Context: an optimization exercise on an open-source flow, tuned for small area and a short achievable clock period. The choices shown serve that exercise and are no tape-out recipe. The RTL was checked by simulation tests, not by an equivalence proof against the original design. Power and IR drop assume default switching activity.

Setup of cedar:
Design jram, start of the top module:
module jram
#(
  parameter int WIDTH = jram_pkg::JRAM_WIDTH,
  parameter int ABITS = jram_pkg::JRAM_ABITS
) (
  input  logic             wclk,
  input  logic             wrst_n,
  input  logic [WIDTH-1:0] bis,
  input  logic             wsa,
  input  logic             winc,
  input  logic             ws,
  input  logic             we,
  output logic [WIDTH-1:0] bos,
  output logic [ABITS-1:0] bmar,
  output logic             wbusy
);
make LEC_CHECK=0 CAP_MARGIN=20 CORE_MARGIN=2 CORE_UTILIZATION=70 CTS_CLUSTER_DIAMETER=80 CTS_CLUSTER_SIZE=28 SETUP_SLACK_MARGIN=3.2 SLEW_MARGIN=35 SYNTH_HIERARCHICAL=1 TNS_END_PERCENT=10 finish   # period 5.5 ns
run.sh (not shown) runs the stock make flow with config.mk's settings and CLKGATE_MAP_FILE= SYNTH_SCRIPT=/design/flow/synth_recipe.tcl, a recipe that flattens the netlist after the stock synthesis.
The following lists how oak was set up differently from cedar:
Settings: CORE_UTILIZATION now 80, was 70; TNS_END_PERCENT now 5, was 10.
## What came out
- Relative to cedar, the final cell area reported for oak is lower.
- oak vs cedar, launch point of the worst path: rlo_q[5] vs rlo_q[4]
- In the reports for cedar and oak, the smaller non-clock buffer count belongs to oak.
- Diff cedar -> oak: first-pass GRT wire length neither gained nor lost much; part of the total power dissipated in the clock network lost 0.3 points; total power neither gained nor lost much; total cell area at the placement stage neither gained nor lost much; number of cells in the finished layout apart from fillers lost 2.9%.
- Comparing cedar and oak, the higher final clock period utilization by the worst path was measured on oak.
- Across cedar and oak, none had a timing, DRC or antenna violation.

* * *

job 101:
jram, a different RTL version from the one above (not shown whole).
Size: roughly 2100 flip-flops, roughly 31 I/O pins.
clock: 5.5 ns
lec_check: 0
cap_margin: 20
core_margin: 2
core_utilization: 60
cts_cluster_diameter: 80
cts_cluster_size: 28
setup_slack_margin: 2.5
slew_margin: 20
synth_hierarchical: 1
tns_end_percent: 5
Job 101 | status: complete | timing, DRC, antenna: pass
Relative to job 101, the following input files were edited for job 102:
Settings: SETUP_SLACK_MARGIN: 2.5 -> 3.6.
Results
- First-pass GRT wire length (job 102 over job 101): increase, 2.7%
- Summary of job 102 over job 101: worst reg2reg path depth up 2; final cell count saw an increase.
The inputs of job 103 differ from those of job 102 as listed below.
Settings: swapping 3.6 for 3.2 in SETUP_SLACK_MARGIN.
Findings:
Compared with job 102, in job 103 critical path depth shows an increase of 7; slew at the pin closest to its max-slew limit shows a reduction of 0.036 ns; minimum clock period after layout shows a reduction of 0.12 ns.
Relative to job 103, the following input files were edited for job 104:
Settings: TNS_END_PERCENT changed from 5 to 0.
## What came out
- Cmp job 104 vs job 103: power consumption lower in job 104
- Between job 104 and job 103, the clock latency at the later pin of the worst-skew pair does not differ in any meaningful way.
- Going from job 103 to job 104, setup slack fell by 0.47 ns; routed length on met3 now sits lower; number of nets still failing antenna checks after routing has remained practically unchanged.
- Peak per-stage delay on the critical path in job 104 vs job 103: up 0.12 ns
- Comparing the two runs side by side, job 104 comes out behind job 103 on shortest clock period the worst path allows after layout.
- Job 103 and job 104 ended up with roughly the same compound-gate portion of the synthesized area.
- The hold slack was comparable across job 103 and job 104.
- Basic-gate share of the synthesized area counting and, or, nand and nor cells came out exactly the same in job 103 and job 104.
[inputs] job 105 vs job 104
Settings: putting PLACE_DENSITY at 0.85 where nothing was set; swapping 3.2 for 2.7 in SETUP_SLACK_MARGIN; swapping 0 for 5 in TNS_END_PERCENT.
Findings:
- Setup slack (lower): job 104
- Total power of job 105 is lower than that of job 104.
- Row number of buffers created by CTS: job 105 lower / job 104 higher
- Diff job 104..job 105 | number of cells after detailed placement | negligible
- On global-route usage: job 105 sits below job 104.
- Worst setup slack after placement delta (job 105 − job 104): unfavourable

* * *

Setup of branch xenon:
Another version of the RTL of jram (not shown whole).
For scale: ~7200 cells after synthesis, about 2100 flip-flops, about 31 I/O pins.
==> flow/config.mk <==
export PLATFORM = sky130hd
export DESIGN_NAME = jram
export DESIGN_NICKNAME = jram
export VERILOG_FILES = /design/flow/design.v
export SDC_FILE = /design/flow/constraint.sdc
export NUM_CORES = 4
export LEC_CHECK = 0
export CAP_MARGIN = 20
export CORE_MARGIN = 2
export CORE_UTILIZATION = 60
export CTS_BUF_LIST = sky130_fd_sc_hd__clkbuf_4 sky130_fd_sc_hd__clkbuf_8
export SETUP_SLACK_MARGIN = 2.8
export SLEW_MARGIN = 20
export SYNTH_HIERARCHICAL = 1
==> flow/constraint.sdc <==
create_clock -name core_clock -period 5.5 [get_ports {wclk}]
set_input_delay 1.1000 -clock core_clock [delete_from_list [all_inputs] [get_ports {wclk}]]
set_output_delay 1.1000 -clock core_clock [all_outputs]
set_load 0.01 [all_outputs]
--- input diff branch xenon..branch nickel ---
Settings: SETUP_SLACK_MARGIN: 2.8 -> 2.6; CTS_BUF_LIST: sky130_fd_sc_hd__clkbuf_4 sky130_fd_sc_hd__clkbuf_8 -> unset; CORE_UTILIZATION: 60 -> 70.
Results
Row count of buffer and inverter cells on the critical path: branch nickel higher / branch xenon lower
branch xenon and branch nickel ended up with nearly the same multi-input combinational gate total.
Worst hold-check slack ends up higher on branch nickel.
Critical path depth: branch nickel > branch xenon

-- afterwards: timing with drivers on the ports --
In the flow no input, the clock included, has a driving cell. The finished layouts below were timed again as built, in two steps. Step 1, drivers: a clkbuf_16 drives wclk and a buf_2 each remaining input, both assumed. Step 2 times the ports against the registers' clock, not the clock port: input delays grow and output delays shrink by t, the midpoint of the rising clock arrivals with the driver on. Three values: ideal ports, drivers, drivers and shift; two values: the first two.
| run | shift t [ns] | slack for setup (ns) | worst setup path at the end | worst slew at a driven data input, ns | cell pins on the clock port's net |
|---|---|---|---|---|---|
| cedar | 0.794 | 2.717 / 2.636 / 1.861 | input to register | 0.20 | 1 |
| oak | 0.804 | 2.702 / 2.621 / 1.891 | input to register | 0.27 | 1 |
| job 101 | 0.829 | 2.250 / 2.174 / 1.345 | input to register | 0.27 | 1 |
| job 102 | 0.846 | 2.607 / 2.382 / 1.536 | input to register | 0.56 | 1 |
| job 103 | 0.829 | 2.730 / 2.350 / 1.521 | input to register | 0.64 | 1 |
| job 104 | 0.840 | 2.263 / 2.258 / 1.418 | input to register | 0.19 | 1 |
| job 105 | 0.837 | 2.349 / 2.045 / 1.208 | input to register | 0.51 | 1 |
| branch xenon | 1.090 | 2.302 / 2.348 / 1.259 | input to register | 0.23 | 1 |
| branch nickel | 0.881 | 2.072 / 1.850 / 0.969 | input to register | 0.54 | 1 |
After both steps every run listed still meets setup and hold. The setup slack of job 103, which loses most, moves by -0.380 ns with the drivers and by -1.209 ns with both steps.
